This design comes from an exercise in tuning for small area on the open sky130 flow, not from production work.
In this exercise RTL edits were held to simulation tests only and were not proved equivalent to the original.
Power figures rest on the tool's default switching activity, not on a simulated workload.

==> flow/design.v <==
package vstu_pkg;
  typedef enum logic [1:0] {
    VSEW_8  = 2'd0,
    VSEW_16 = 2'd1,
    VSEW_32 = 2'd2,
    VSEW_64 = 2'd3
  } vsew_e;
  typedef logic [$clog2(8)-1:0] vinsn_id_t;
  typedef struct packed {
    vinsn_id_t             id;
    logic [8-1:0] vl;
    vsew_e                 vsew;
  } store_req_t;
  typedef logic [8-1:0] done_vec_t;
  typedef logic [4*8*8-1:0] vrf_word_t;
  typedef logic [7:0] burst_len_t;
  typedef struct packed {
    burst_len_t len;
  } burst_req_t;
  typedef struct packed {
    logic [8*8-1:0] data;
    logic [8-1:0]   strb;
    logic                         last;
  } w_beat_t;
endpackage
`timescale 1ns/1ps
module store_insn_queue (
  input  logic                 clk_i,
  input  logic                 rst_ni,
  input  vstu_pkg::store_req_t req_i,
  input  logic                 req_valid_i,
  output logic                 req_ready_o,
  input  vstu_pkg::done_vec_t  running_i,
  output vstu_pkg::store_req_t issue_o,
  output logic                 issue_valid_o,
  input  logic                 issue_done_i,
  input  logic                 b_valid_i,
  output logic                 b_ready_o,
  output logic                 store_pending_o,
  output logic                 store_complete_o,
  output vstu_pkg::done_vec_t  done_o
);
  localparam int unsigned DEPTH = 4;
  localparam int unsigned IDX_W = $clog2(DEPTH);
  localparam int unsigned PNT_W = IDX_W + 1;
  localparam int unsigned ID_W  = $clog2(8);
  localparam int unsigned REQ_W = ID_W + 8 + 2;
  logic [REQ_W-1:0] entries_q [0:DEPTH-1];
  logic [PNT_W-1:0] accept_pnt_q, issue_pnt_q, commit_pnt_q;
  vstu_pkg::done_vec_t running_q;
  logic                done_valid_q;
  logic                 full;
  logic                 accept;
  logic                 b_fire;
  logic [IDX_W-1:0]     done_idx;
  vstu_pkg::store_req_t done_entry;
  assign full = (accept_pnt_q[IDX_W] != commit_pnt_q[IDX_W]) &&
                (accept_pnt_q[IDX_W-1:0] == commit_pnt_q[IDX_W-1:0]);
  assign accept      = req_valid_i && !full && !running_q[req_i.id];
  assign req_ready_o = !full;
  assign issue_o       = entries_q[issue_pnt_q[IDX_W-1:0]];
  assign issue_valid_o = (accept_pnt_q != issue_pnt_q);
  assign b_ready_o        = (issue_pnt_q != commit_pnt_q);
  assign b_fire           = b_valid_i && b_ready_o;
  assign store_complete_o = b_fire;
  assign store_pending_o  = (accept_pnt_q != commit_pnt_q);
  assign done_idx   = commit_pnt_q[IDX_W-1:0] - 1'b1;
  assign done_entry = entries_q[done_idx];
  always_comb begin : p_done
    done_o = '0;
    if (done_valid_q) begin
      done_o[done_entry.id] = 1'b1;
    end
  end
  always_ff @(posedge clk_i or negedge rst_ni) begin
    if (!rst_ni) begin
      accept_pnt_q <= '0;
      issue_pnt_q  <= '0;
      commit_pnt_q <= '0;
      running_q    <= '0;
      done_valid_q <= 1'b0;
    end else begin
      accept_pnt_q <= accept_pnt_q + PNT_W'(accept);
      issue_pnt_q  <= issue_pnt_q + PNT_W'(issue_done_i);
      commit_pnt_q <= commit_pnt_q + PNT_W'(b_fire);
      running_q    <= (running_q & running_i) |
                      (accept ? (vstu_pkg::done_vec_t'(1) << req_i.id) : '0);
      done_valid_q <= b_fire;
    end
  end
  always_ff @(posedge clk_i) begin
    if (accept) begin
      entries_q[accept_pnt_q[IDX_W-1:0]] <= req_i;
    end
  end
endmodule
`timescale 1ns/1ps
module lane_operand_buffer (
  input  logic                                             clk_i,
  input  logic                                             rst_ni,
  input  logic [4-1:0][8*8-1:0] operand_i,
  input  logic [4-1:0]                        operand_valid_i,
  output logic [4-1:0]                        operand_ready_o,
  output vstu_pkg::vrf_word_t                              word_o,
  output logic                                             word_valid_o,
  input  logic                                             word_ready_i
);
  localparam int unsigned LANES  = 4;
  localparam int unsigned LANE_W = 8 * 8;
  logic [LANES-1:0] lane_valid;
  for (genvar l = 0; l < LANES; l++) begin : gen_lane
    logic              full_q;
    logic [LANE_W-1:0] data_q;
    logic [LANE_W-1:0] lane_d;
    assign lane_d = ({LANE_W{full_q}} & data_q) | ({LANE_W{!full_q}} & operand_i[l]);
    assign lane_valid[l]               = full_q || operand_valid_i[l];
    assign word_o[LANE_W*l +: LANE_W]  = lane_d;
    assign operand_ready_o[l]          = !full_q;
    always_ff @(posedge clk_i or negedge rst_ni) begin
      if (!rst_ni) begin
        full_q <= 1'b0;
      end else if (word_ready_i) begin
        full_q <= 1'b0;
      end else if (operand_valid_i[l]) begin
        full_q <= 1'b1;
      end
    end
    always_ff @(posedge clk_i) begin
      data_q <= lane_d;
    end
  end
  assign word_valid_o = &lane_valid;
endmodule
`timescale 1ns/1ps
module w_beat_packer (
  input  logic                 clk_i,
  input  logic                 rst_ni,
  input  vstu_pkg::store_req_t issue_i,
  input  logic                 issue_valid_i,
  output logic                 issue_done_o,
  input  vstu_pkg::vrf_word_t  word_i,
  input  logic                 word_valid_i,
  output logic                 word_ready_o,
  input  vstu_pkg::burst_req_t burst_i,
  input  logic                 burst_valid_i,
  output logic                 burst_ready_o,
  output vstu_pkg::w_beat_t    w_o,
  output logic                 w_valid_o,
  input  logic                 w_ready_i
);
  localparam int unsigned LANES     = 4;
  localparam int unsigned BUS_BYTES = 8;
  localparam int unsigned LANE_W    = 8 * 8;
  localparam int unsigned VL_W      = 8;
  logic [VL_W-1:0]      store_beat_q;
  vstu_pkg::burst_len_t beat_cnt_q;
  logic                 w_valid_q;
  logic [LANE_W-1:0]    w_data_q;
  logic [2:0]           w_top_q;
  logic                 w_last_q;
  logic [VL_W-1:0]      vl_m1;
  logic [VL_W-1:0]      last_beat;
  logic [2:0]           tail_top;
  logic                 store_end;
  logic                 burst_end;
  logic                 slot_free;
  logic                 beat_fire;
  logic [2:0]           top_d;
  logic [BUS_BYTES-1:0] strb_d;
  logic [LANES-1:0]     lane_sel;
  assign vl_m1 = issue_i.vl - 1'b1;
  always_comb begin : p_size
    unique case (issue_i.vsew)
      vstu_pkg::VSEW_8: begin
        last_beat = {3'b000, vl_m1[VL_W-1:3]};
        tail_top  = vl_m1[2:0];
      end
      vstu_pkg::VSEW_16: begin
        last_beat = {2'b00, vl_m1[VL_W-1:2]};
        tail_top  = {vl_m1[1:0], 1'b1};
      end
      vstu_pkg::VSEW_32: begin
        last_beat = {1'b0, vl_m1[VL_W-1:1]};
        tail_top  = {vl_m1[0], 2'b11};
      end
      default: begin
        last_beat = vl_m1;
        tail_top  = 3'b111;
      end
    endcase
  end
  assign store_end = (store_beat_q == last_beat);
  assign burst_end = (beat_cnt_q == burst_i.len);
  assign top_d     = store_end ? tail_top : 3'b111;
  assign slot_free = !w_valid_q || w_ready_i;
  assign beat_fire = issue_valid_i && word_valid_i && burst_valid_i && slot_free;
  assign burst_ready_o = beat_fire && burst_end;
  assign issue_done_o  = beat_fire && store_end;
  assign word_ready_o  = beat_fire && (store_end || (store_beat_q[1:0] == 2'(LANES - 1)));
  for (genvar b = 0; b < BUS_BYTES; b++) begin : gen_strb
    assign strb_d[b] = (3'(b) <= top_d);
  end
  for (genvar l = 0; l < LANES; l++) begin : gen_sel
    assign lane_sel[l] = (store_beat_q[1:0] == 2'(l));
  end
  logic [LANE_W-1:0] w_data_d;
  always_comb begin : p_data
    for (int b = 0; b < BUS_BYTES; b++) begin
      w_data_d[8*b +: 8] = {8{!slot_free}} & w_data_q[8*b +: 8];
      for (int l = 0; l < LANES; l++) begin
        w_data_d[8*b +: 8] = w_data_d[8*b +: 8] |
          ({8{slot_free && lane_sel[l] && strb_d[b]}} & word_i[LANE_W*l + 8*b +: 8]);
      end
    end
  end
  always_ff @(posedge clk_i or negedge rst_ni) begin
    if (!rst_ni) begin
      w_valid_q <= 1'b0;
    end else begin
      w_valid_q <= beat_fire || (w_valid_q && !w_ready_i);
    end
  end
  always_ff @(posedge clk_i) begin
    if (!issue_valid_i || (beat_fire && store_end)) begin
      store_beat_q <= '0;
    end else if (beat_fire) begin
      store_beat_q <= store_beat_q + 1'b1;
    end
    if (!issue_valid_i || (beat_fire && burst_end)) begin
      beat_cnt_q <= '0;
    end else if (beat_fire) begin
      beat_cnt_q <= beat_cnt_q + 1'b1;
    end
  end
  always_ff @(posedge clk_i) begin
    w_data_q <= w_data_d;
    if (slot_free) begin
      w_top_q  <= top_d;
      w_last_q <= burst_end;
    end
  end
  for (genvar b = 0; b < BUS_BYTES; b++) begin : gen_strb_o
    assign w_o.strb[b] = (3'(b) <= w_top_q);
  end
  assign w_o.data  = w_data_q;
  assign w_o.last  = w_last_q;
  assign w_valid_o = w_valid_q;
endmodule
`timescale 1ns/1ps
module vstu_top (
  input  logic                                             clk_i,
  input  logic                                             rst_ni,
  input  vstu_pkg::store_req_t                             req_i,
  input  logic                                             req_valid_i,
  output logic                                             req_ready_o,
  input  vstu_pkg::done_vec_t                              running_i,
  input  logic [4-1:0][8*8-1:0] operand_i,
  input  logic [4-1:0]                        operand_valid_i,
  output logic [4-1:0]                        operand_ready_o,
  input  vstu_pkg::burst_req_t                             burst_i,
  input  logic                                             burst_valid_i,
  output logic                                             burst_ready_o,
  output vstu_pkg::w_beat_t                                w_o,
  output logic                                             w_valid_o,
  input  logic                                             w_ready_i,
  input  logic                                             b_valid_i,
  output logic                                             b_ready_o,
  output logic                                             store_pending_o,
  output logic                                             store_complete_o,
  output vstu_pkg::done_vec_t                              done_o
);
  vstu_pkg::store_req_t issue;
  logic       issue_valid;
  logic       issue_done;
  vstu_pkg::vrf_word_t  word;
  logic       word_valid;
  logic       word_ready;
  store_insn_queue u_store_insn_queue (
    .clk_i           (clk_i),
    .rst_ni          (rst_ni),
    .req_i           (req_i),
    .req_valid_i     (req_valid_i),
    .req_ready_o     (req_ready_o),
    .running_i       (running_i),
    .issue_o         (issue),
    .issue_valid_o   (issue_valid),
    .issue_done_i    (issue_done),
    .b_valid_i       (b_valid_i),
    .b_ready_o       (b_ready_o),
    .store_pending_o (store_pending_o),
    .store_complete_o(store_complete_o),
    .done_o          (done_o)
  );
  lane_operand_buffer u_lane_operand_buffer (
    .clk_i          (clk_i),
    .rst_ni         (rst_ni),
    .operand_i      (operand_i),
    .operand_valid_i(operand_valid_i),
    .operand_ready_o(operand_ready_o),
    .word_o         (word),
    .word_valid_o   (word_valid),
    .word_ready_i   (word_ready)
  );
  w_beat_packer u_w_beat_packer (
    .clk_i        (clk_i),
    .rst_ni       (rst_ni),
    .issue_i      (issue),
    .issue_valid_i(issue_valid),
    .issue_done_o (issue_done),
    .word_i       (word),
    .word_valid_i (word_valid),
    .word_ready_o (word_ready),
    .burst_i      (burst_i),
    .burst_valid_i(burst_valid_i),
    .burst_ready_o(burst_ready_o),
    .w_o          (w_o),
    .w_valid_o    (w_valid_o),
    .w_ready_i    (w_ready_i)
  );
endmodule
==> flow/flow/run.sh <==
#!/bin/bash
# Layout flow: the standard ORFS flow (standard.sh) with three changes:
#  - synthesis is synth_recipe.tcl unchanged except that Yosys's abc call maps the
#    combinational logic with flow/abc_area.script (area-oriented) instead of ORFS's
#    speed script; flip-flop mapping, flattening and renaming are untouched
#  - port buffers use the smallest buffer cell
#  - the clock tree uses clkbuf_8 sink clusters and no dummy loads
# Each tool's output goes to a log file in this folder.
set -euo pipefail
HERE=$(pwd)
ABC_SCRIPT=$HERE/flow/abc_area.script
source $HERE/flow/settings.sh

# ORFS synth.tcl with the abc script argument replaced
sed 's#^\(\s*\)log_cmd abc {\*}$abc_args#\1set abc_args [lreplace $abc_args 1 1 '"$ABC_SCRIPT"']\n&#' \
  $FLOW_HOME/scripts/synth.tcl > $HERE/synth_area.tcl
grep -q "lreplace \$abc_args 1 1 $ABC_SCRIPT" $HERE/synth_area.tcl
sed 's#source $::env(SCRIPTS_DIR)/synth.tcl#source '"$HERE"'/synth_area.tcl#' \
  $HERE/synth_recipe.tcl > $HERE/synth_recipe_area.tcl
grep -q "source $HERE/synth_area.tcl" $HERE/synth_recipe_area.tcl

export BUFFER_PORTS_ARGS="-buffer_cell sky130_fd_sc_hd__buf_1"
export CTS_ARGS="-sink_clustering_enable -repair_clock_nets -dont_use_dummy_load $CTS_EXTRA"
bash standard.sh SYNTH_SCRIPT=$HERE/synth_recipe_area.tcl finish > $HERE/standard.log 2>&1
==> flow/flow/abc_area.script <==
strash
dch -f
amap -F 8 -A 16
topo
stime -c
==> flow/flow/settings.sh <==
CTS_EXTRA="-buf_list sky130_fd_sc_hd__clkbuf_8 -sink_clustering_size 17 -sink_clustering_max_diameter 80"
==> flow/standard.sh <==
#!/bin/bash
# synth_recipe.tcl (not shown) runs the flow's synth.tcl, then flattens the netlist and writes it again
# the make line also repeats each setting of config.mk as NAME=value (left out here)
make -C /OpenROAD-flow-scripts/flow DESIGN_CONFIG=/design/flow/config.mk WORK_HOME=/design/flow/orfs CLKGATE_MAP_FILE= SYNTH_SCRIPT=/design/flow/synth_recipe.tcl "${@:-finish}"
==> flow/config.mk <==
export PLATFORM = sky130hd
export DESIGN_NAME = vstu_top
export DESIGN_NICKNAME = vstu_top
export VERILOG_FILES = /design/flow/design.v
export SDC_FILE = /design/flow/constraint.sdc
export NUM_CORES = 4
export LEC_CHECK = 0
export CAP_MARGIN = 0
export CORE_MARGIN = 2
export CORE_UTILIZATION = 40
export SLEW_MARGIN = 0
==> flow/constraint.sdc <==
create_clock -name core_clock -period 8.0 [get_ports {clk_i}]
set_input_delay 1.6000 -clock core_clock [delete_from_list [all_inputs] [get_ports {clk_i}]]
set_output_delay 1.6000 -clock core_clock [all_outputs]
set_load 0.01 [all_outputs]
==> results list, run 1 <==
- The design draws 7.76 mW.
- Data arrives at the worst endpoint at 7.03 ns.
- Of the synthesized area, sequential elements account for 60.7%.
- # fillers: 3407
- Initial DRT Pass Iterations: 9
- The clock period could shrink to 6.57 ns.
- From left edge to right edge, the die measures 196 µm.
* Number of cells on the worst hold path: 2
- Of the post-synthesis cell area, the part taken by muxes is 0%.
- Initial antenna violation count: 5
- In the final layout, flip-flops and latches occupy 0.00899 mm².
- Classification of the worst-slack hold path: flip-flop to flip-flop
* Element type at the critical path start: flip-flop
- Cell taking the most area after synthesis: sky130_fd_sc_hd__dfxtp_1
- Once the floorplan was initialized, standard cells occupied 40.5% of the core.
- Die Outline Area: 0.0385 mm²
- Final HPWL DP: 33900 µm
- Per-cell via count in the routed design: 5.78
- Hold worst-path end: u_lane_operand_buffer.gen_lane[1].data_q[55]
- Number of enable flip-flop cells after synthesis: 56
- Slew headroom: 31.5%
- Number of failing hold endpoints at the final stage: 0
- Accumulated negative setup slack: 0 ns
- Dividing the final minimum period by the clock period gives 82.1%.
- Of all flip-flops after synthesis, the portion carrying an async set or reset was 5.54%.
- STA puts the critical path data required time at 8.47 ns.
* Global-route wire length before repair: 73600 µm
- Global routing usage summed across all routing layers: 24.7%
- The routed layout has 12.7k vias.
* Leakage power: 6.05 nW
- The clock reaches the later pin of the worst-skew pair after 0.64 ns.
- Clock sinks: 415
- Clock tree root driver cell: sky130_fd_sc_hd__clkbuf_8
* Via count of the first global-routing pass: 12.4k
- TritonCTS built the clock tree.
- Post-CTS setup buffers: 0
- CTS H-Tree Depth: 1
- Post-synthesis area per instance: 11.5 µm²
- Place WS: 1.48 ns
- Synth Area in Simple Gates: 4.46%
* Slack of the worst reg-to-reg path: 1.43 ns
* Total of warnings raised by yosys: 3
- The number of pins exceeding their max-slew limit in the final report came to 0.
- In this run the worst path has a maximum fanout of 24.
* Number of buffers inserted during clock tree synthesis: 29
- In this run the critical register-to-register path is captured at u_w_beat_packer.w_data_q[11].
- Summing all multi-input logic gate instances after layout gives 0.00506 mm².
- The most common cell in the synthesized netlist is sky130_fd_sc_hd__dfxtp_1.
- The worst register-to-register path has a depth of 19.
* Routability congestion estimate: 0.836
* Clock-pin slew on the worst setup and hold paths: 0.11 ns
- Post-synthesis xor/xnor area fraction: 0.0592%
* Detail Route Antenna Nets: 0
* Hold Crit Start: u_lane_operand_buffer.gen_lane[1].data_q[55]
- Slowest CP cell: sky130_fd_sc_hd__dfrtp_1
* List of most frequent post-synthesis cells: sky130_fd_sc_hd__dfxtp_1, sky130_fd_sc_hd__clkinv_1, sky130_fd_sc_hd__o22a_1
* Type of the worst setup path: flip-flop to flip-flop
- Die Span Y: 196 µm
- Synthesis-to-finish area growth: 17.3%
* Remaining global-route overflow: 0
- No sink is reached through more buffers than the 3 on the longest clock path.
* Startpoint of the lowest-slack register-to-register path: u_store_insn_queue.issue_pnt_q[0]
* Power per Cell Area: 447 mW/mm²
- Across the routed clock network, the largest skew measured is 0.0525 ns.
- After synthesis, the largest area contributor takes up 45.5% of total cell area.
- Top FF cell, synth: sky130_fd_sc_hd__dfxtp_1
- By area, the combinational part of the netlist is dominated by compound AO/OA/AOI/OAI gates.
* Maximum number of pins on one net before global-route repair: 74
- After Yosys synthesis, full adders, half adders and majority gates account for 1.61% of the synthesized area.
* Total Routed Length: 49600 µm
- During placement, the flow inserted port buffers numbering 384.
- Timing would allow up to 0.152 GHz.
* Number of rows created at floorplan: 70
* DR DRC count: 0
- The worst setup path is captured at a flip-flop.
* List of cells traversed by the critical path: clkinv_1, o22ai_1, o22ai_1, clkinv_1, ha_1, clkinv_1, nor3_1, nor3b_1, a21oi_1, a222oi_1, a21oi_1, a221oi_1, nand4_1, nor3_1, nand3_1, nor3_1, nor2_1, a222oi_1, o221ai_1
* Number of nets at the end of the flow: 2034
* Max incr delay on CP: 0.85 ns
* Count of boundary I/O pins: 386
- Synthesis inferred 415 register bits.
* Setup-violating endpoint count in the final report: 0
- Dividing the detail-routed wire length by the instance count gives 22.6 µm.
- Final worst setup slack: 1.43 ns
- CTS-repair resized insts: 0
- Net count after synthesis: 1605
* Core box area: 0.0365 mm²
* Smallest hold slack: 0.458 ns
* RSZ-0062 raised after global routing: no
- Number of distinct library cell variants in the gate-level netlist after synthesis: 40
* Number of max-cap violations: 0
* Cells after synthesis: 1291
* Starting DRT DRC Count: 953
* Outcome: timing/DRC/antenna clean
- At the pin with the least slew margin, the transition time is 1.03 ns.
- CTS Hold Buffers Added: 0
- Netlist Area Pre-Place: 0.0148 mm²
* Ratio of cells with drive above 1 in the final layout: 3.20%
- Summing the areas of all compound-gate instances in the mapped netlist gives 28.1% of the synthesized area.
- Area contributors post-synth: sky130_fd_sc_hd__dfxtp_1, sky130_fd_sc_hd__edfxtp_1, sky130_fd_sc_hd__o22a_1
* IR drop worst, VDD: 0.177 mV
-- power by group --
group	internal [mW]	switching [mW]
logic	1.30	2.00
clock network	0.325	0.645
registers	3.08	0.412
total	4.71	3.05
-- cell families after synthesis --
kind of cell,after synthesis
AND/OR/NAND/NOR,148
AO/OA/AOI/OAI,510
buffers and inverters,197
XOR/XNOR,1
other,1
adder cells (fa/ha/maj),19
flip-flops,415
-- registers in the layout, summed over array words and instances (netlist names) --
name,count
u_w_beat_packer.w_valid_q,1
u_w_beat_packer.w_last_q,1
u_store_insn_queue.commit_pnt_q,3
u_w_beat_packer.w_data_q,64
u_w_beat_packer.store_beat_q,8
u_store_insn_queue.accept_pnt_q,3
u_store_insn_queue.done_valid_q,1
u_w_beat_packer.beat_cnt_q,8
u_lane_operand_buffer.gen_lane.full_q,4
u_store_insn_queue.issue_pnt_q,3
u_store_insn_queue.running_q,8
u_w_beat_packer.w_top_q,3
u_lane_operand_buffer.gen_lane.data_q,256
u_store_insn_queue.entries_q,52
-- placed cells by master, fill, tap and decap left out, types with 5 or more instances in the layout --
| cell | count |
|---|---|
| sky130_fd_sc_hd__o22ai_1 | 104 |
| sky130_fd_sc_hd__edfxtp_1 | 56 |
| sky130_fd_sc_hd__nand2_1 | 22 |
| sky130_fd_sc_hd__dfrtp_1 | 19 |
| sky130_fd_sc_hd__a21oi_1 | 21 |
| sky130_fd_sc_hd__nor4_1 | 6 |
| sky130_fd_sc_hd__nor2_1 | 76 |
| sky130_fd_sc_hd__clkbuf_8 | 29 |
| sky130_fd_sc_hd__o21ai_0 | 15 |
| sky130_fd_sc_hd__or2_0 | 7 |
| sky130_fd_sc_hd__ha_1 | 19 |
| sky130_fd_sc_hd__diode_2 | 5 |
| sky130_fd_sc_hd__buf_1 | 384 |
| sky130_fd_sc_hd__a22oi_1 | 5 |
| sky130_fd_sc_hd__a222oi_1 | 73 |
| sky130_fd_sc_hd__clkinv_1 | 189 |
| sky130_fd_sc_hd__o22a_1 | 192 |
| sky130_fd_sc_hd__nand3_1 | 8 |
| sky130_fd_sc_hd__inv_2 | 5 |
| sky130_fd_sc_hd__buf_4 | 17 |
| sky130_fd_sc_hd__dfxtp_1 | 336 |
| sky130_fd_sc_hd__nor3_1 | 11 |
| sky130_fd_sc_hd__a221oi_1 | 7 |
| sky130_fd_sc_hd__and3_1 | 5 |
| sky130_fd_sc_hd__o221ai_1 | 68 |
| sky130_fd_sc_hd__a211oi_1 | 6 |
-- metrics by stage --
stage | area (µm²) | cells | util [%]
2_1_floorplan | 14800 | 1291 | -
3_3_place_gp | 16900 | 2157 | 46.4
3_5_place_dp | 16900 | 2157 | 46.4
4_1_cts | 17300 | 2186 | 47.5
5_1_grt | 17300 | 2190 | 47.5
6_report | 17300 | 2191 | 47.5
-- metal layers --
layer | share of wire [%] | global-route usage, %
met5 | 0.026 | 0
met4 | 2.2 | 6.73
met3 | 6.3 | 4.30
met2 | 47 | 40.9
met1 | 45 | 33.4
-- worst max path at each step --
stage                                           start                            to  slack (ns)  cells after the start
floorplan                                   w_ready_i                 burst_ready_o        3.03                      3
global placement    u_store_insn_queue.issue_pnt_q[0]   u_w_beat_packer.w_data_q[8]        1.81                     19
detailed placement  u_store_insn_queue.issue_pnt_q[0]  u_w_beat_packer.w_data_q[11]        1.48                     19
CTS                 u_store_insn_queue.issue_pnt_q[0]  u_w_beat_packer.w_data_q[11]        1.37                     19
global route        u_store_insn_queue.issue_pnt_q[0]  u_w_beat_packer.w_data_q[11]        0.57                     19
finish              u_store_insn_queue.issue_pnt_q[0]  u_w_beat_packer.w_data_q[11]        1.43                     19
-- critical path, delay by kind of cell (launching register included) --
kind,cells,cell delay [ns]
flops,1,0.85
compound gates,8,2.00
simple gates,7,2.41
buf+inv,3,0.98
fa+ha+maj,1,0.16
-- layout make-up --
| class | count | area share, % |
|---|---|---|
| diodes | 5 | 0.0721 |
| clock buffers | 29 | 2.30 |
| inverters | 194 | 4.20 |
| multi-input cells | 679 | 29.2 |
| flip-flops and latches | 415 | 51.8 |
| well taps | 468 | 3.38 |
| repair buffers | 401 | 9.05 |
==> inputs of run 2 (changes only) <==
==> flow/config.mk (replaced) <==
export PLATFORM = sky130hd
export DESIGN_NAME = vstu_top
export DESIGN_NICKNAME = vstu_top
export VERILOG_FILES = /design/flow/design.v
export SDC_FILE = /design/flow/constraint.sdc
export NUM_CORES = 4
export LEC_CHECK = 0
export CAP_MARGIN = 20
export CORE_MARGIN = 2
export CORE_UTILIZATION = 50
export SLEW_MARGIN = 20
==> run 2 against run 1 <==
Net effect: still clean; register-to-register slack better by 0.06 ns; power shrank 1.0%; sequential cell count stayed put; setup slack improved by 0.057 ns.
==> results list, run 2 <==
- The layout cell share with drive strength beyond 1 is 3.15% (-0.056 points).
- Highest achievable clock rate: 0.154 GHz (+0.88%)
- The clock latency of the later-clocked register in the worst-skew pair was 0.59 ns (-0.05 ns).
- Final count of pins violating max slew: 0 (unchanged)
- Counting instances in the post-synthesis netlist gives the leading cell types as sky130_fd_sc_hd__dfxtp_1, sky130_fd_sc_hd__clkinv_1, sky130_fd_sc_hd__o22a_1.
- The violation count after the first detailed-route iteration came to 1406 (+48%).
- Remaining global-route overflow: 0 (unchanged)
- Register bit count reported by yosys: 415 (unchanged)
- Sequential share of the synthesized area: 60.7% (unchanged)
- The worst setup path is launched from a flip-flop.
* Number of distinct library cell variants in the gate-level netlist after synthesis: 40 (unchanged)
- Tmin final: 6.51 ns (-0.0570 ns)
- Synth Area in Compound Gates: 28.1% (unchanged)
- Number of failing hold endpoints at the final stage: 0 (unchanged)
- The number of enable-type register cells in the synthesized netlist was 56 (unchanged).
- The post-layout worst setup margin is 1.49 ns (+0.0570 ns).
- Type of the worst setup path: flip-flop to flip-flop
- The number of DRC violations after detailed routing is 0 (unchanged).
- Synth Area in Simple Gates: 4.46% (unchanged)
- The detail-routed via count per cell was 5.89 (+1.8%).
- Total Routed Length: 46600 µm (-6.0%)
- Relative to the synthesized area, the layout overhead comes to 16.6%.
- Die Outline Area: 0.0310 mm² (-20%)
- Top FF cell, synth: sky130_fd_sc_hd__dfxtp_1
- Multiplexer share of the synthesized area: 0% (unchanged)
* Share of async-settable or async-resettable flops after synthesis: 5.54% (unchanged)
* Part of the total power dissipated in sequential elements: 45.2% (about the same)
* Dominant combinational cell family by area after synthesis: compound AO/OA/AOI/OAI gates
* IR drop worst, VDD: 0.177 mV (-0.12%)
- Clock buffer depth: 3 (unchanged)
* Total internal power: 4.70 mW (-0.22%)
- The overall power is 7.68 mW (-1.0%).
- The number of top-level pins is 386 (unchanged).
- CTS H-Tree Depth: 1 (unchanged)
* Maximum number of pins on one net before global-route repair: 67 (-9.5%)
- CTS Hold Buffers Added: 0 (unchanged)
- Clock-pin slew on the worst setup and hold paths: 0.11 ns (about the same)
- TritonCTS built the clock tree.
- Setup-violating endpoint count in the final report: 0 (unchanged)
* Most used cells in the layout excluding fill and tap cells: sky130_fd_sc_hd__buf_1, sky130_fd_sc_hd__dfxtp_1, sky130_fd_sc_hd__o22a_1
* Routability congestion estimate: 0.854 (+2.1%)
* Global routing usage summed across all routing layers: 28.8% (+4.1 points)
- The switching part of the total is 38.8% (-0.49 points).
* Cells after synthesis: 1291 (unchanged)
* Cell taking the most area after synthesis: sky130_fd_sc_hd__dfxtp_1
- Register with the most flip-flops: u_lane_operand_buffer.gen_lane.data_q
- The worst reg-to-reg path cell count came to 19 (unchanged).
- Accumulated negative setup slack: 0 ns (unchanged)
* Power per Cell Area: 445 mW/mm² (-0.46%)
- The arrival time at the worst endpoint is 6.95 ns (-0.08 ns).
- The net switching power was 2.98 mW (-2.2%).
- The min-delay analysis places its worst path in the category flip-flop to flip-flop.
* Final HPWL DP: 31300 µm (-7.5%)
- Comb power frac: 42.6% (about the same)
* Die width: 176 µm (-10%)
- Global-route wire length before repair: 68900 µm (-6.4%)
- The core area is 0.0289 mm² (-21%).
- The routed via count was 12.4k (-1.7%).
- Slew headroom: 25.0% (-6.5 points)
* Kind of capture point of the worst setup path: flip-flop
* Share of synthesized cell area in full adder, half adder and majority cells: 1.61% (unchanged)
* Slack of the worst reg-to-reg path: 1.49 ns (+0.06 ns)
* Required time of the worst setup path: 8.45 ns (-0.02 ns)
- Leaving out fill and tap cells, the most frequent cell in the layout is sky130_fd_sc_hd__buf_1.
- The number of clock buffers inserted by TritonCTS was 28 (-3.4%).
- The setup slack after placement is 1.62 ns (+0.142 ns).
- RSZ-0062 raised after global routing: no
* Detail Route Antenna Nets: 0 (unchanged)
- Post-synthesis area per instance: 11.5 µm² (unchanged)
* Pin slew with the least headroom to its limit: 1.12 ns (+0.0936 ns)
- The number of detailed-route iterations in the first pass was 7 (-2).
- The initial core utilization is 51.1% (+11 points).
- The number of nets in the synthesized netlist is 1605 (unchanged).
* Initial antenna violation count: 13 (+8)
* CTS-repair resized insts: 0 (unchanged)
- Number of rows created at floorplan: 62 (-11%)
- The run finished with no timing, DRC or antenna violations.
- The die boundary height was 176 µm (-10%).
- The number of sinks on the clock net came to 415 (unchanged).
* Post-route cell area: 0.0172 mm² (-0.56%)
* Critical-path maximum fanout: 24 (unchanged)
- Post-CTS setup buffers: 0 (unchanged)
- Fraction of the cycle the final worst path needs: 81.4% (-0.71 points)
- Via count of the first global-routing pass: 11.9k (-4.5%)
- The number of cells on the worst hold path came to 2 (unchanged).
- The flip-flop count of the largest register after layout came to 256 (unchanged).
* Count of buffers inserted at the top-level ports: 384 (unchanged)
- The final layout net count came to 2033 (-0.049%).
- Worst-case clock skew: 0.0498 ns (-0.00271 ns)
- Clock Power Share: 12.2% (-0.3 points)
- CTS placed an instance of sky130_fd_sc_hd__clkbuf_8 at the clock tree root.
- The instance area after placement was 0.0168 mm² (-0.62%).
- The detail-routed net length per standard cell came to 22.0 µm (-2.6%).
- Netlist Area Pre-Place: 0.0148 mm² (unchanged)
- The number of synthesis warnings was 3 (unchanged).
- Fraction of synthesized cell area taken by the top area cell type: 45.5% (unchanged)
* Leakage power: 6.04 nW (-0.12%)
- Post-synthesis xor/xnor area fraction: 0.0592% (unchanged)
* Number of max-cap violations: 0 (unchanged)
* Most numerous cell in the Yosys netlist: sky130_fd_sc_hd__dfxtp_1
- Area contributors post-synth: sky130_fd_sc_hd__dfxtp_1, sky130_fd_sc_hd__edfxtp_1, sky130_fd_sc_hd__o22a_1
run 2: cell counts after synthesis:
Identical to the previous run, type by type.
run 2: power groups by stage:
stage,logic (mW),registers [mW],clock network [mW]
global route,3.60,3.56,1.03
floorplan,2.15,3.55,0
global placement,3.16,3.49,0
CTS,3.25,3.46,0.958
finish,3.27,3.47,0.939
detailed placement,3.23,3.51,0
run 2: worst paths after layout:
path,startpoint,endpoint
max,u_store_insn_queue.issue_pnt_q[0],u_w_beat_packer.w_data_q[15]
min,u_lane_operand_buffer.gen_lane[1].data_q[17],u_lane_operand_buffer.gen_lane[1].data_q[17]
max reg2reg,u_store_insn_queue.issue_pnt_q[0],u_w_beat_packer.w_data_q[15]
min reg2reg,u_lane_operand_buffer.gen_lane[1].data_q[17],u_lane_operand_buffer.gen_lane[1].data_q[17]
max in group asynchronous,rst_ni,u_store_insn_queue.running_q[6]
min in group asynchronous,rst_ni,u_store_insn_queue.issue_pnt_q[1]
run 2: worst max-delay path, cell delays in order, from the launching register on:
cell	delay, ns
sky130_fd_sc_hd__dfrtp_1	0.84
sky130_fd_sc_hd__clkinv_1	0.72
sky130_fd_sc_hd__o22ai_1	0.30
sky130_fd_sc_hd__o22ai_1	0.12
sky130_fd_sc_hd__clkinv_1	0.12
sky130_fd_sc_hd__ha_1	0.15
sky130_fd_sc_hd__clkinv_1	0.09
sky130_fd_sc_hd__nor3_1	0.30
sky130_fd_sc_hd__nor3b_1	0.31
sky130_fd_sc_hd__a21oi_1	0.17
sky130_fd_sc_hd__a222oi_1	0.38
sky130_fd_sc_hd__a21oi_1	0.14
sky130_fd_sc_hd__a221oi_1	0.28
sky130_fd_sc_hd__nand4_1	0.12
sky130_fd_sc_hd__nor3_1	0.35
sky130_fd_sc_hd__nand3_1	0.32
sky130_fd_sc_hd__nor3_1	0.68
sky130_fd_sc_hd__nor2_1	0.33
sky130_fd_sc_hd__a222oi_1	0.43
sky130_fd_sc_hd__o221ai_1	0.21
run 2: cell families after synthesis:
| kind of cell | after synthesis |
|---|---|
| xor+xnor | 1 |
| buf+inv | 197 |
| flops | 415 |
| simple gates | 148 |
| fa+ha+maj | 19 |
| other cells | 1 |
| compound gates | 510 |
run 2: final cells by class:
| class | count | area, µm² |
|---|---|---|
| antenna | 14 | 35.0 |
| clock buffer | 28 | 385 |
| fill | 2580 | 11700 |
| inverter | 194 | 728 |
| multi-input combinational | 679 | 5060 |
| sequential | 415 | 8990 |
| tap | 384 | 480 |
| timing repair buffer | 401 | 1570 |
run 2: layer usage:
metal	routed length, µm	track usage (%)	vias to the layer above
met4	1330	9.92	2
li1	-	-	5933
met2	22300	47.9	464
met3	2900	3.49	66
met5	11	0	-
met1	20100	39.1	5982
run 2: metrics by stage:
stage	cells	utilization (%)	hold slack (ns)
3_5_place_dp	2073	58.2	0.437
5_1_grt	2113	59.6	0.473
4_1_cts	2101	59.5	0.461
3_3_place_gp	2073	58.2	0.432
2_1_floorplan	1291	-	0.422
6_report	2115	59.6	0.458
==> inputs of run 3 (changes only) <==
--- a/flow/config.mk
+++ b/flow/config.mk
@@ -7,5 +7,6 @@
 export LEC_CHECK = 0
 export CAP_MARGIN = 20
 export CORE_MARGIN = 2
-export CORE_UTILIZATION = 50
+export CORE_UTILIZATION = 40
+export PLACE_DENSITY = 0.75
 export SLEW_MARGIN = 20
==> run 3 against run 2 <==
Net effect: still clean; final area rose by 0.62%; synthesized cell count is the same; worst hold slack better by 0.0011 ns.
==> results list, run 3 <==
- The flow ran to the end and the layout has no timing, DRC or antenna violations.
- The startpoint identified for the worst register-to-register timing path is u_store_insn_queue.issue_pnt_q[0].
- The flop and latch count out of synthesis was 415 (unchanged).
- The final worst-path cycle share is 80.6% (-0.72 points).
- The number of enable-type register cells in the synthesized netlist came to 56 (unchanged).
- Layout Cells excl Fill: 2192 (+3.6%)
- The wire length reported by the detailed router came to 48800 µm (+4.6%).
* Placed cells: 2160 (+4.2%)
* Count of boundary I/O pins: 386 (unchanged)
* Multi-input gate area in the final layout: 0.00506 mm² (about the same)
* Post-synthesis area per instance: 11.5 µm² (unchanged)
- Number of distinct library cell variants in the gate-level netlist after synthesis: 40 (unchanged)
- CTS-repair resized insts: 0 (unchanged)
* Net count after synthesis: 1605 (unchanged)
- CP Data Arrival Time: 6.97 ns (+0.02 ns)
* Global routing met2 resource utilization: 41.3% (-6.6 points)
- Sequential share of the synthesized area: 60.7% (unchanged)
- Per-cell via count in the routed design: 5.86 (-0.44%)
- Maximum number of pins on one net before global-route repair: 52 (-22%)
* Most numerous cell in the Yosys netlist: sky130_fd_sc_hd__dfxtp_1
- The number of global-route vias before repair was 12.8k (+7.6%).
- The flip-flop count of the largest register after layout came to 256 (unchanged).
- Top FF cell, synth: sky130_fd_sc_hd__dfxtp_1
* Critical-path maximum fanout: 24 (unchanged)
* Initial antenna violation count: 5 (-8)
- The peak supply drop was 0.187 mV (+5.8%).
- The violation count after the first detailed-route iteration came to 1031 (-27%).
- Place WS: 1.57 ns (-0.0511 ns)
- Die width: 196 µm (+12%)
* Clock sinks: 415 (unchanged)
- The biggest area contributor in the post-synthesis netlist is sky130_fd_sc_hd__dfxtp_1.
* Clock buffer depth: 3 (unchanged)
* Leading cell type in the layout, fill and taps excluded: sky130_fd_sc_hd__buf_1
* RSZ-0062 raised after global routing: no
- The time the final worst path needs with I/O delays and setup is 6.45 ns (-0.0579 ns).
- Netlist Area Pre-Place: 0.0148 mm² (unchanged)
* Global-route wire length before repair: 72500 µm (+5.3%)
- The worst setup path is captured at a flip-flop.
* DR DRC count: 0 (unchanged)
* Register with the most flip-flops: u_lane_operand_buffer.gen_lane.data_q
* Number of cells on the worst hold path: 2 (unchanged)
- The detail-routed net length per standard cell is 22.2 µm (+0.97%).
- The layout filler cell count is 3443 (+33%).
- Hold Crit Start: u_lane_operand_buffer.gen_lane[1].data_q[35]
- The synthesized instance count was 1291 (unchanged).
- The die boundary height is 196 µm (+12%).
- Starting Density: 40.5% (-11 points)
- The met3 usage is 5.38% (+1.9 points).
- Number of max-cap violations: 0 (unchanged)
* Area contributors post-synth: sky130_fd_sc_hd__dfxtp_1, sky130_fd_sc_hd__edfxtp_1, sky130_fd_sc_hd__o22a_1
- Pin slew with the least headroom to its limit: 0.843 ns (-0.277 ns)
- Slack of the worst reg-to-reg path: 1.55 ns (+0.06 ns)
* Initial DRT Pass Iterations: 7 (unchanged)
* Share of async-settable or async-resettable flops after synthesis: 5.54% (unchanged)
- By count the netlist is led by sky130_fd_sc_hd__dfxtp_1, sky130_fd_sc_hd__clkinv_1, sky130_fd_sc_hd__o22a_1.
- Worst-case clock skew: 0.0644 ns (+0.0146 ns)
- In the layout the commonest cells are sky130_fd_sc_hd__buf_1, sky130_fd_sc_hd__dfxtp_1, sky130_fd_sc_hd__o22a_1.
- Top Usage Layer GRT: met2
* TritonCTS clock tree: built
- Worst flop-to-flop path endpoint: u_w_beat_packer.w_data_q[11]
- CTS Hold Buffers Added: 0 (unchanged)
- Clock latency of the later-clocked register in the worst-skew pair: 0.65 ns (+0.06 ns)
* Number of nets at the end of the flow: 2036 (+0.15%)
- The post-layout worst setup margin was 1.55 ns (+0.0579 ns).
- Hold worst-path end: u_lane_operand_buffer.gen_lane[1].data_q[35]
- The number of rows in the core area is 70 (+13%).
* Post-CTS setup buffers: 0 (unchanged)
- The top-area cell type share of the netlist area is 45.5% (unchanged).
- The placer congestion estimate is 0.904 (+5.8%).
- Final HPWL DP: 33900 µm (+8.3%)
- The headroom to the max-slew limit is 43.8% (+19 points).
- The area growth from synthesis to layout is 17.3%.
* Accumulated negative setup slack: 0 ns (unchanged)
* Classification of the worst-slack hold path: flip-flop to flip-flop
- Required time of the worst setup path: 8.52 ns (+0.07 ns)
* Ratio of cells with drive above 1 in the final layout: 3.37% (+0.23 points)
- The routed via count came to 12.8k (+3.2%).
- The number of hold-slack violations in the final timing report is 0 (unchanged).
* Depth of the most critical reg-to-reg path: 19 (unchanged)
- Power per Cell Area: 449 mW/mm² (+0.79%)
* Total of warnings raised by yosys: 3 (unchanged)
* Global routing usage summed across all routing layers: 24.3% (-4.6 points)
- Clock tree root driver cell: sky130_fd_sc_hd__clkbuf_8
* Met1 Resource Use GR: 29.7% (-9.4 points)
- Reg area: 0.00899 mm² (unchanged)
* Detail Route Antenna Nets: 0 (unchanged)
- Element type at the critical path start: flip-flop
- The residual overflow from global routing came to 0 (unchanged).
- Die Outline Area: 0.0385 mm² (+24%)
* Type of the worst setup path: flip-flop to flip-flop
* Leakage power: 6.05 nW (+0.22%)
* Setup-violating endpoint count in the final report: 0 (unchanged)
- The number of port buffers was 384 (unchanged).
- Number of buffers inserted during clock tree synthesis: 28 (unchanged)
- The core area is 0.0365 mm² (+26%).
- CTS H-Tree Depth: 1 (unchanged)
- Final count of pins violating max slew: 0 (unchanged)
- Clock-pin slew on the worst setup and hold paths: 0.11 ns (about the same)
- Highest achievable clock rate: 0.155 GHz (+0.90%)
-- run 3: worst max-delay path, stage by stage (launching register included) --
cell                       delay [ns]
sky130_fd_sc_hd__dfrtp_1         0.85
sky130_fd_sc_hd__clkinv_1        0.74
sky130_fd_sc_hd__o22ai_1         0.29
sky130_fd_sc_hd__o22ai_1         0.13
sky130_fd_sc_hd__clkinv_1        0.13
sky130_fd_sc_hd__ha_1            0.16
sky130_fd_sc_hd__clkinv_1        0.09
sky130_fd_sc_hd__nor3_1          0.33
sky130_fd_sc_hd__nor3b_1         0.29
sky130_fd_sc_hd__a21oi_1         0.17
sky130_fd_sc_hd__a222oi_1        0.40
sky130_fd_sc_hd__a21oi_1         0.14
sky130_fd_sc_hd__a221oi_1        0.30
sky130_fd_sc_hd__nand4_1         0.12
sky130_fd_sc_hd__nor3_1          0.34
sky130_fd_sc_hd__nand3_1         0.31
sky130_fd_sc_hd__nor3_1          0.65
sky130_fd_sc_hd__nor2_1          0.32
sky130_fd_sc_hd__a222oi_1        0.43
sky130_fd_sc_hd__o221ai_1        0.18
-- run 3: where the power goes --
| part | internal, mW | switching (mW) |
|---|---|---|
| sequential | 3.09 | 0.396 |
| combinational | 1.31 | 2.06 |
| clock | 0.313 | 0.631 |
-- run 3: metal layers --
layer  vias up  part of all wire (%)
met5         -                 0.094
met1      6163                    41
met4         6                   4.0
met2       620                    47
li1       5940                     -
met3       114                   8.2
-- run 3: logic make-up after synthesis --
family	after synthesis	synth area share, %
buffers and inverters	197	5.05
XOR/XNOR	1	0.0592
AND/OR/NAND/NOR	148	4.46
AO/OA/AOI/OAI	510	28.1
adder cells (fa/ha/maj)	19	1.61
flip-flops	415	60.7
other	1	0.0253
-- run 3: per-stage QoR --
stage / total power [mW] / util [%] / hold WS, ns / area (µm²)
2_1_floorplan: 5.70 / - / 0.422 / 14800
3_3_place_gp: 6.69 / 46.4 / 0.430 / 17000
3_5_place_dp: 6.84 / 46.4 / 0.437 / 17000
4_1_cts: 7.77 / 47.5 / 0.461 / 17300
5_1_grt: 8.29 / 47.5 / 0.474 / 17300
6_report: 7.79 / 47.5 / 0.459 / 17400
-- run 3: worst max path at each step --
stage                                         endpoint                              start  cells after the start
after global routing      u_w_beat_packer.w_data_q[11]  u_store_insn_queue.issue_pnt_q[0]                     19
after detailed placement  u_w_beat_packer.w_data_q[13]  u_store_insn_queue.issue_pnt_q[0]                     19
after CTS                 u_w_beat_packer.w_data_q[11]  u_store_insn_queue.issue_pnt_q[0]                     19
after floorplan                          burst_ready_o                          w_ready_i                      3
final                     u_w_beat_packer.w_data_q[11]  u_store_insn_queue.issue_pnt_q[0]                     19
after global placement    u_w_beat_packer.w_data_q[13]  u_store_insn_queue.issue_pnt_q[0]                     19
-- run 3: final cells by class --
| class | instances | area share [%] |
|---|---|---|
| Sequential cell | 415 | 51.8 |
| Multi-Input combinational cell | 679 | 29.2 |
| Timing Repair Buffer | 404 | 9.17 |
| Inverter | 194 | 4.20 |
| Tap cell | 468 | 3.37 |
| Clock buffer | 28 | 2.22 |
| Antenna cell | 4 | 0.0577 |
==> inputs of run 4 (changes only) <==
--- a/flow/config.mk
+++ b/flow/config.mk
@@ -8,5 +8,4 @@
 export CAP_MARGIN = 20
 export CORE_MARGIN = 2
 export CORE_UTILIZATION = 40
-export PLACE_DENSITY = 0.75
 export SLEW_MARGIN = 20
==> run 4 against run 3 <==
Net effect: clock power up 2.6%; sequential cell count stayed put; first-iteration DRC count down 7.6%; critical path type unchanged.
==> results list, run 4 <==
- The setup slack after placement came to 1.48 ns (-0.0906 ns).
* Worst flop-to-flop path endpoint: u_w_beat_packer.w_data_q[11]
* Final design utilization: 47.5% (about the same)
- Met3 wire length: 3140 µm (-21%)
- The violation count after the first detailed-route iteration was 953 (-7.6%).
- The number of antenna-violating nets in the routed design was 0 (unchanged).
- In this run the critical register-to-register path is launched from u_store_insn_queue.issue_pnt_q[0].
- Global-route wire length before repair: 73600 µm (+1.5%)
* Sequential share of the synthesized area: 60.7% (unchanged)
* Die Span Y: 196 µm (unchanged)
* Type of the worst setup path: flip-flop to flip-flop
- The headroom to the max-slew limit came to 31.5% (-12 points).
- Length of routed met2 wiring: 23200 µm (+0.79%)
- The worst setup slack for register-to-register paths is 1.43 ns (-0.11 ns).
- The number of pins exceeding their max-slew limit in the final report is 0 (unchanged).
- The arrival time at the worst endpoint was 7.03 ns (+0.06 ns).
* Routability congestion estimate: 0.836 (-7.4%)
- The synthesized instance count is 1291 (unchanged).
- The number of clock buffers inserted by TritonCTS came to 29 (+3.6%).
- Number of vias in the routed layout: 12.7k (-1.4%)
* Routed metal-1 wire length: 22100 µm (+12%)
- The areal power density over the cells was 447 mW/mm² (-0.32%).
- Pin slew with the least headroom to its limit: 1.03 ns (+0.184 ns)
* Classification of the worst-slack hold path: flip-flop to flip-flop
- Number of distinct library cell variants in the gate-level netlist after synthesis: 40 (unchanged)
* Total of warnings raised by yosys: 3 (unchanged)
* Remaining global-route overflow: 0 (unchanged)
- Outcome: timing/DRC/antenna clean
- The clock group share of total power is 12.5% (+0.4 points).
- The maximum fanout along the worst path is 24 (unchanged).
- The layout filler cell count was 3407 (-1.0%).
* Via count of the first global-routing pass: 12.4k (-2.7%)
* Maximum number of pins on one net before global-route repair: 74 (+42%)
- Clock buffer depth: 3 (unchanged)
* Post-synthesis area per instance: 11.5 µm² (unchanged)
* Synthesis-to-finish area growth: 17.3% (about the same)
* Area contributors post-synth: sky130_fd_sc_hd__dfxtp_1, sky130_fd_sc_hd__edfxtp_1, sky130_fd_sc_hd__o22a_1
- Accumulated negative setup slack: 0 ns (unchanged)
* Largest register FFs: 256 (unchanged)
- Setup-violating endpoint count in the final report: 0 (unchanged)
- Element type at the critical path start: flip-flop
- Netlist Area Pre-Place: 0.0148 mm² (unchanged)
- Required time of the worst setup path: 8.47 ns (-0.05 ns)
* Routed length per instance: 22.6 µm (+1.7%)
* Top FF cell, synth: sky130_fd_sc_hd__dfxtp_1
- The internal power was 4.71 mW (about the same).
* Clock tree root driver cell: sky130_fd_sc_hd__clkbuf_8
* DR DRC count: 0 (unchanged)
- The core area was 0.0365 mm² (unchanged).
* Net count after synthesis: 1605 (unchanged)
* Highest achievable clock rate: 0.152 GHz (-1.7%)
- Overall power of the completed layout: 7.76 mW (-0.38%)
- The half-perimeter wire length of the detailed placement result is 33900 µm (-0.15%).
* Depth of the most critical reg-to-reg path: 19 (unchanged)
- The detail-routed via count per cell was 5.78 (-1.4%).
* List of cells traversed by the critical path: clkinv_1, o22ai_1, o22ai_1, clkinv_1, ha_1, clkinv_1, nor3_1, nor3b_1, a21oi_1, a222oi_1, a21oi_1, a221oi_1, nand4_1, nor3_1, nand3_1, nor3_1, nor2_1, a222oi_1, o221ai_1
- The cell leakage power was 6.05 nW (-0.10%).
- NetSw: 3.05 mW (-1.0%)
- The register with the most flip-flops in the final layout is u_lane_operand_buffer.gen_lane.data_q.
* Crit. Startpoint: u_store_insn_queue.issue_pnt_q[0]
- The reported max-cap violation count was 0 (unchanged).
- The sequential share of power came to 45.1% (+0.4 points).
* Initial DRT Pass Iterations: 9 (+2)
* Kind of capture point of the worst setup path: flip-flop
- The initial core utilization came to 40.5% (unchanged).
* Max incr delay on CP: 0.85 ns (about the same)
- In this run the worst setup path terminates at u_w_beat_packer.w_data_q[11].
- The post-layout worst setup margin is 1.43 ns (-0.115 ns).
* List of most frequent post-synthesis cells: sky130_fd_sc_hd__dfxtp_1, sky130_fd_sc_hd__clkinv_1, sky130_fd_sc_hd__o22a_1
- The peak supply drop is 0.177 mV (-5.4%).
* Fraction of the cycle the final worst path needs: 82.1% (+1.4 points)
- Count of boundary I/O pins: 386 (unchanged)
- By instance count, the leading cell after synthesis is sky130_fd_sc_hd__dfxtp_1.
* Cell taking the most area after synthesis: sky130_fd_sc_hd__dfxtp_1
* Number of rows created at floorplan: 70 (unchanged)
- The horizontal die dimension is 196 µm (unchanged).
* Uppermost metal layer occupied by signal nets: met5
* Ratio of cells with drive above 1 in the final layout: 3.20% (-0.17 points)
* Total Routed Length: 49600 µm (+1.6%)
* Comb power frac: 42.5% (-0.7 points)
- The slowest stage of the critical path is the sky130_fd_sc_hd__dfrtp_1 cell.
* Number of nets at the end of the flow: 2034 (-0.098%)
- TritonCTS built the clock tree.
- Worst-case clock skew: 0.0525 ns (-0.0119 ns)
- The total of hold buffers inserted after clock tree synthesis was 0 (unchanged).
* Global routing usage summed across all routing layers: 24.7% (+0.48 points)
- Leading cell type in the layout, fill and taps excluded: sky130_fd_sc_hd__buf_1
- The post-cts resize count was 0 (unchanged).
- Clock latency of the later-clocked register in the worst-skew pair: 0.64 ns (about the same)
- The switching part of the total is 39.3% (-0.26 points).
- The clock slew seen by the registers of the worst setup and hold paths came to 0.11 ns (about the same).
- Initial antenna violation count: 5 (unchanged)
- CTS H-Tree Depth: 1 (unchanged)
- The die outline area is 0.0385 mm² (unchanged).
- Register bit count reported by yosys: 415 (unchanged)
- The top cell types in the final layout, fill and taps aside, are sky130_fd_sc_hd__buf_1, sky130_fd_sc_hd__dfxtp_1, sky130_fd_sc_hd__o22a_1.
* Post-CTS setup buffers: 0 (unchanged)
- The time the final worst path needs with I/O delays and setup is 6.57 ns (+0.115 ns).
- Fraction of synthesized cell area taken by the top area cell type: 45.5% (unchanged)
* Number of failing hold endpoints at the final stage: 0 (unchanged)
- Clock sinks: 415 (unchanged)
- Count of buffers inserted at the top-level ports: 384 (unchanged)
* Share of async-settable or async-resettable flops after synthesis: 5.54% (unchanged)
- Number of enable flip-flop cells after synthesis: 56 (unchanged)
- Setup repair after global routing left no endpoint under its margin.
[run 4: cell counts after synthesis]
No cell type changed its count.
[run 4: cells by family (layout without fill, tap and decap cells)]
logic type      count (synthesis)  in the layout  share of synthesized area [%]
other cells                     1              6                         0.0253
xor+xnor                        1              1                         0.0592
fa+ha+maj                      19             19                           1.61
simple gates                  148            148                           4.46
compound gates                510            510                           28.1
flops                         415            415                           60.7
buf+inv                       197            624                           5.05
[run 4: routing by layer]
metal | vias up | global-route usage [%]
li1 | 5923 | -
met4 | 2 | 6.73
met2 | 479 | 40.9
met5 | - | 0
met3 | 68 | 4.30
met1 | 6191 | 33.4
[run 4: cell type report]
class                           instances  area [µm²]  area share, %
Multi-Input combinational cell        679        5060           29.2
Timing Repair Buffer                  401        1570           9.05
Antenna cell                            5        12.5         0.0721
Clock buffer                           29         399           2.30
Tap cell                              468         586           3.38
Inverter                              194         728           4.20
Sequential cell                       415        8990           51.8
[run 4: how the worst min path moves through the flow]
stage                                            startpoint                                      endpoint  slack [ns]  cells after the start
2_1_floorplan  u_lane_operand_buffer.gen_lane[1].data_q[15]  u_lane_operand_buffer.gen_lane[1].data_q[15]        0.42                      2
3_3_place_gp   u_lane_operand_buffer.gen_lane[1].data_q[34]  u_lane_operand_buffer.gen_lane[1].data_q[34]        0.43                      2
3_5_place_dp   u_lane_operand_buffer.gen_lane[1].data_q[47]  u_lane_operand_buffer.gen_lane[1].data_q[47]        0.44                      2
4_1_cts        u_lane_operand_buffer.gen_lane[1].data_q[38]  u_lane_operand_buffer.gen_lane[1].data_q[38]        0.46                      2
5_1_grt        u_lane_operand_buffer.gen_lane[1].data_q[49]  u_lane_operand_buffer.gen_lane[1].data_q[49]        0.47                      2
6_report       u_lane_operand_buffer.gen_lane[1].data_q[55]  u_lane_operand_buffer.gen_lane[1].data_q[55]        0.46                      2
[run 4: power groups by stage]
stage	registers (mW)	clock network [mW]	logic [mW]
after floorplan	3.55	0	2.15
after global placement	3.52	0	3.19
after detailed placement	3.54	0	3.27
after CTS	3.49	1.00	3.28
after global routing	3.59	1.06	3.63
final	3.50	0.970	3.29
[run 4: through the flow]
step | instance area (µm²) | cells | hold WS, ns
2_1_floorplan | 14800 | 1291 | 0.422
3_3_place_gp | 16900 | 2157 | 0.432
3_5_place_dp | 16900 | 2157 | 0.438
4_1_cts | 17300 | 2186 | 0.460
5_1_grt | 17300 | 2190 | 0.474
6_report | 17300 | 2191 | 0.458
[run 4: worst max-delay path, delay by kind of cell, from the launching register on]
family          cells  cell delay [ns]
flops               1             0.85
compound gates      8             2.00
buf+inv             3             0.98
simple gates        7             2.41
fa+ha+maj           1             0.16
==> inputs of run 5 (changes only) <==
--- a/flow/design.v
+++ b/flow/design.v
@@ -157,7 +157,6 @@
   logic                 w_valid_q;
   logic [LANE_W-1:0]    w_data_q;
   logic [2:0]           w_top_q;
-  logic                 w_last_q;
   logic [VL_W-1:0]      vl_m1;
   logic [VL_W-1:0]      last_beat;
   logic [2:0]           tail_top;
@@ -235,15 +234,14 @@
   always_ff @(posedge clk_i) begin
     w_data_q <= w_data_d;
     if (slot_free) begin
-      w_top_q  <= top_d;
-      w_last_q <= burst_end;
+      w_top_q <= top_d;
     end
   end
   for (genvar b = 0; b < BUS_BYTES; b++) begin : gen_strb_o
     assign w_o.strb[b] = (3'(b) <= w_top_q);
   end
   assign w_o.data  = w_data_q;
-  assign w_o.last  = w_last_q;
+  assign w_o.last  = (beat_cnt_q == '0);
   assign w_valid_o = w_valid_q;
 endmodule
 `timescale 1ns/1ps
--- a/flow/config.mk
+++ b/flow/config.mk
@@ -7,5 +7,5 @@
 export LEC_CHECK = 0
 export CAP_MARGIN = 20
 export CORE_MARGIN = 2
-export CORE_UTILIZATION = 40
+export CORE_UTILIZATION = 50
 export SLEW_MARGIN = 20
==> run 5 against run 4 <==
Net effect: largest power group is now combinational logic; first-iteration DRC count rose by 17%; register-to-register slack improved by 0.18 ns; sequential cell count fell by 1; critical path depth rose by 1; clock skew fell by 0.0047 ns; non-clock buffer count rose by 1; still clean on timing, DRC and antenna; combinational power rose by 15%; sequential power barely moved; maximum frequency rose by 2.8%; count of clock-buffer cells in the layout fell by 1; setup slack improved by 0.18 ns; largest cell class unchanged; routed wire length fell by 4.0%.
==> results list, run 5 <==
- The run finished with no timing, DRC or antenna violations.
- The tightest min-delay check is of the flip-flop to flip-flop type.
- Final HPWL DP: 32000 µm (-5.6%)
- Global routing usage summed across all routing layers: 29.4% (+4.7 points)
- After global routing, the most crowded layer is met2.
- The number of buffer and inverter instances along the worst setup path is 3 (unchanged).
- # fillers: 2609 (-23%)
- IR drop worst, VDD: 0.250 mV (+41%)
* List of most frequent post-synthesis cells: sky130_fd_sc_hd__dfxtp_1, sky130_fd_sc_hd__clkinv_1, sky130_fd_sc_hd__o22a_1
- Total of warnings raised by yosys: 3 (unchanged)
- Initial DRT Pass Iterations: 6 (-3)
* Largest register FFs: 256 (unchanged)
* Netlist Area Pre-Place: 0.0148 mm² (-0.11%)
* Post-synthesis area per instance: 11.4 µm² (-0.11%)
- Share of async-settable or async-resettable flops after synthesis: 5.56% (+0.013 points)
- Cell taking the most area after synthesis: sky130_fd_sc_hd__dfxtp_1
* Startpoint of the lowest-slack register-to-register path: u_store_insn_queue.issue_pnt_q[0]
- The post-CTS repair timing setup buffer count came to 0 (unchanged).
* Depth of the most critical reg-to-reg path: 20 (+1)
* Global-route met3 utilization: 4.05% (-0.25 points)
* Number of distinct library cell variants in the gate-level netlist after synthesis: 39 (-2.5%)
- In the layout the commonest cells are sky130_fd_sc_hd__buf_1, sky130_fd_sc_hd__dfxtp_1, sky130_fd_sc_hd__o22a_1.
- The clock slew seen by the registers of the worst setup and hold paths was 0.12 ns (about the same).
* Slowest CP cell: sky130_fd_sc_hd__dfrtp_1
* Starting DRT DRC Count: 1114 (+17%)
- The maximum level of the CTS H-tree is 1 (unchanged).
- Among cell families on the critical path, the largest total delay comes from simple AND/OR/NAND/NOR gates.
- Count of boundary I/O pins: 386 (unchanged)
- Highest achievable clock rate: 0.157 GHz (+2.8%)
- The reported max-cap violation count was 0 (unchanged).
- Clock tree root driver cell: sky130_fd_sc_hd__clkbuf_8
- Core box area: 0.0289 mm² (-21%)
- The number of nets in the synthesized netlist was 1606 (+0.062%).
- Hold Crit Start: u_lane_operand_buffer.gen_lane[1].data_q[32]
* Accumulated negative setup slack: 0 ns (unchanged)
- Routed length per instance: 22.5 µm (-0.45%)
- The detail-routed via count per cell is 5.97 (+3.4%).
* Final count of pins violating max slew: 0 (unchanged)
- The routing usage on met2 is 48.6% (+7.7 points).
- The placer congestion estimate was 0.897 (+7.2%).
- The area used by multi-input combinational logic was 0.00508 mm² (+0.42%).
- The number of clock buffers inserted by TritonCTS came to 28 (-3.4%).
* Most numerous cell in the Yosys netlist: sky130_fd_sc_hd__dfxtp_1
- Maximum number of pins on one net before global-route repair: 75 (+1.4%)
* Fraction of synthesized cell area taken by the top area cell type: 45.5% (+0.050 points)
* Clock sinks: 414 (-0.24%)
- Starting Density: 51.1% (+11 points)
- Area contributors post-synth: sky130_fd_sc_hd__dfxtp_1, sky130_fd_sc_hd__o22a_1, sky130_fd_sc_hd__edfxtp_1
- Element type at the critical path start: flip-flop
* Reg area: 0.00896 mm² (-0.33%)
- Global-route wire length before repair: 70600 µm (-4.0%)
* Initial antenna violation count: 10 (+5)
* Type of the worst setup path: flip-flop to flip-flop
- Cells after synthesis: 1291 (unchanged)
* Clock buffer depth: 3 (unchanged)
- Met1 Resource Use GR: 39.6% (+6.2 points)
- Power per Cell Area: 477 mW/mm² (+6.6%)
- The number of antenna-violating nets in the routed design is 0 (unchanged).
- In this run the worst setup path begins at u_store_insn_queue.issue_pnt_q[0].
* Kind of capture point of the worst setup path: flip-flop
- Setup-violating endpoint count in the final report: 0 (unchanged)
- Required time of the worst setup path: 8.45 ns (-0.02 ns)
- Fraction of the cycle the final worst path needs: 79.9% (-2.2 points)
- Smallest hold slack: 0.463 ns (+0.00424 ns)
- The number of port buffers came to 384 (unchanged).
- Walking the worst path, the cells encountered are clkinv_1, o22ai_1, o22ai_1, clkinv_1, ha_1, clkinv_1, nor2_1, nand2_1, nor3_1, a21oi_1, a222oi_1, a21oi_1, a221oi_1, nand4_1, nor3_1, nand3_1, nor3_1, nor2_1, a222oi_1, o221ai_1.
* Number of failing hold endpoints at the final stage: 0 (unchanged)
- The post-cts resize count came to 0 (unchanged).
* Tmin final: 6.39 ns (-0.176 ns)
- The flop and latch count out of synthesis came to 414 (-0.24%).
- The area growth from synthesis to layout is 16.6%.
* Via count of the first global-routing pass: 12.1k (-2.5%)
* TritonCTS clock tree: built
- DR DRC count: 0 (unchanged)
* Max incr delay on CP: 0.85 ns (about the same)
- The arrival time at the worst endpoint was 6.83 ns (-0.20 ns).
- The clock latency of the later-clocked register in the worst-skew pair is 0.60 ns (-0.04 ns).
- Sequential share of the synthesized area: 60.6% (-0.14 points)
* Total stage count of the critical path: 20 (+1)
* Die width: 176 µm (-10%)
- Leading cell type in the layout, fill and taps excluded: sky130_fd_sc_hd__buf_1
- The maximum fanout along the worst path was 24 (unchanged).
- Number of vias in the routed layout: 12.6k (-0.36%)
- The final layout net count is 2036 (+0.098%).
- Setup repair after global routing left no endpoint under its margin.
* Ratio of cells with drive above 1 in the final layout: 3.20% (about the same)
- The number of cells on the worst hold path came to 2 (unchanged).
- Worst-case clock skew: 0.0478 ns (-0.00467 ns)
- Among all flip-flop cells after synthesis, the most frequent one is sky130_fd_sc_hd__dfxtp_1.
- The die outline area is 0.0309 mm² (-20%).
- Total Routed Length: 47600 µm (-4.0%)
* Number of enable flip-flop cells after synthesis: 55 (-1.8%)
* Slew headroom: 26.5% (-5.1 points)
- Die Span Y: 176 µm (-10%)
* Number of rows created at floorplan: 62 (-11%)
* Pin slew with the least headroom to its limit: 1.09 ns (+0.0675 ns)
- The residual overflow from global routing came to 0 (unchanged).
- The total of hold buffers inserted after clock tree synthesis is 0 (unchanged).
- Register with the most flip-flops: u_lane_operand_buffer.gen_lane.data_q
- Leakage power: 6.03 nW (-0.34%)
==> run 5: tightest hold or removal path: cells and delay by family (launching register included) <==
kind / cells / cell delay [ns]
compound gates: 1 / 0.07
buf+inv: 1 / 0.05
flops: 1 / 0.32
==> run 5: metal layers <==
metal  routed length [µm]  share of wire (%)
met5                   41              0.086
met4                 1520                3.2
met3                 3270                6.9
met2                22500                 47
met1                20200                 43
==> run 5: cells by family (layout without fill, tap and decap cells) <==
logic type | count (synthesis) | after routing | synth area share [%]
compound gates | 509 | 509 | 28.1
xor+xnor | 1 | 1 | 0.0593
fa+ha+maj | 20 | 20 | 1.69
buf+inv | 196 | 624 | 5.00
flops | 414 | 414 | 60.6
other cells | 1 | 10 | 0.0254
simple gates | 150 | 150 | 4.52
==> run 5: path summary, 6_finish.rpt <==
path,to,slack [ns]
max,u_w_beat_packer.w_data_q[13],1.61
min,u_lane_operand_buffer.gen_lane[1].data_q[32],0.46
max reg2reg,u_w_beat_packer.w_data_q[13],1.61
min reg2reg,u_lane_operand_buffer.gen_lane[1].data_q[32],0.46
max in group asynchronous,u_store_insn_queue.running_q[7],6.71
min in group asynchronous,u_store_insn_queue.issue_pnt_q[0],0.96
==> run 5: cell type report <==
type | count | share of cell area, %
Inverter | 194 | 4.23
Multi-Input combinational cell | 681 | 29.5
Timing Repair Buffer | 402 | 9.15
Clock buffer | 28 | 2.24
Antenna cell | 9 | 0.131
Tap cell | 384 | 2.79
Sequential cell | 414 | 52.0
==> run 5: power breakdown <==
group | internal (mW) | switching [mW]
logic | 1.47 | 2.31
clock network | 0.314 | 0.631
registers | 3.10 | 0.398
total | 4.89 | 3.34
==> run 5: through the flow <==
stage | cells | power, mW | util, % | cell area, µm² | setup WS (ns)
floorplan | 1291 | 6.03 | - | 14800 | 2.76
global placement | 2075 | 7.18 | 58.2 | 16800 | 2.13
detailed placement | 2075 | 7.27 | 58.2 | 16800 | 1.75
CTS | 2103 | 8.20 | 59.5 | 17200 | 1.74
global route | 2110 | 8.76 | 59.5 | 17200 | 0.900
finish | 2112 | 8.22 | 59.6 | 17200 | 1.61

[separate check: timing with driven ports]
The results above use ideal ports. As a check the final layouts listed here were re-extracted and re-timed, cells and wires unchanged. Step 1: set_driving_cell puts a clkbuf_16 on clk_i and a buf_2 on each other input, an assumption about the parent block. Step 2, shift: input delay + t, output delay - t, t = (earliest + latest rising clock arrival at the registers) / 2. This alone moves slack from input paths to output paths. a / b / c = ideal / step 1 / step 2; a / b = the first two.
run	t, ns	setup WS [ns]	latest minus earliest clock arrival (ns)	worst data-port slew with drivers (ns)
run 1	0.661	1.435 / 1.435 / 1.435	0.052 / 0.052	0.10
run 2	0.623	1.492 / 1.492 / 1.492	0.066 / 0.065	0.10
run 3	0.663	1.550 / 1.550 / 1.550	0.064 / 0.064	0.11
run 4	0.661	1.435 / 1.435 / 1.435	0.052 / 0.052	0.10
run 5	0.635	1.611 / 1.611 / 1.611	0.061 / 0.060	0.09
After both steps setup and hold are still met in every run listed.
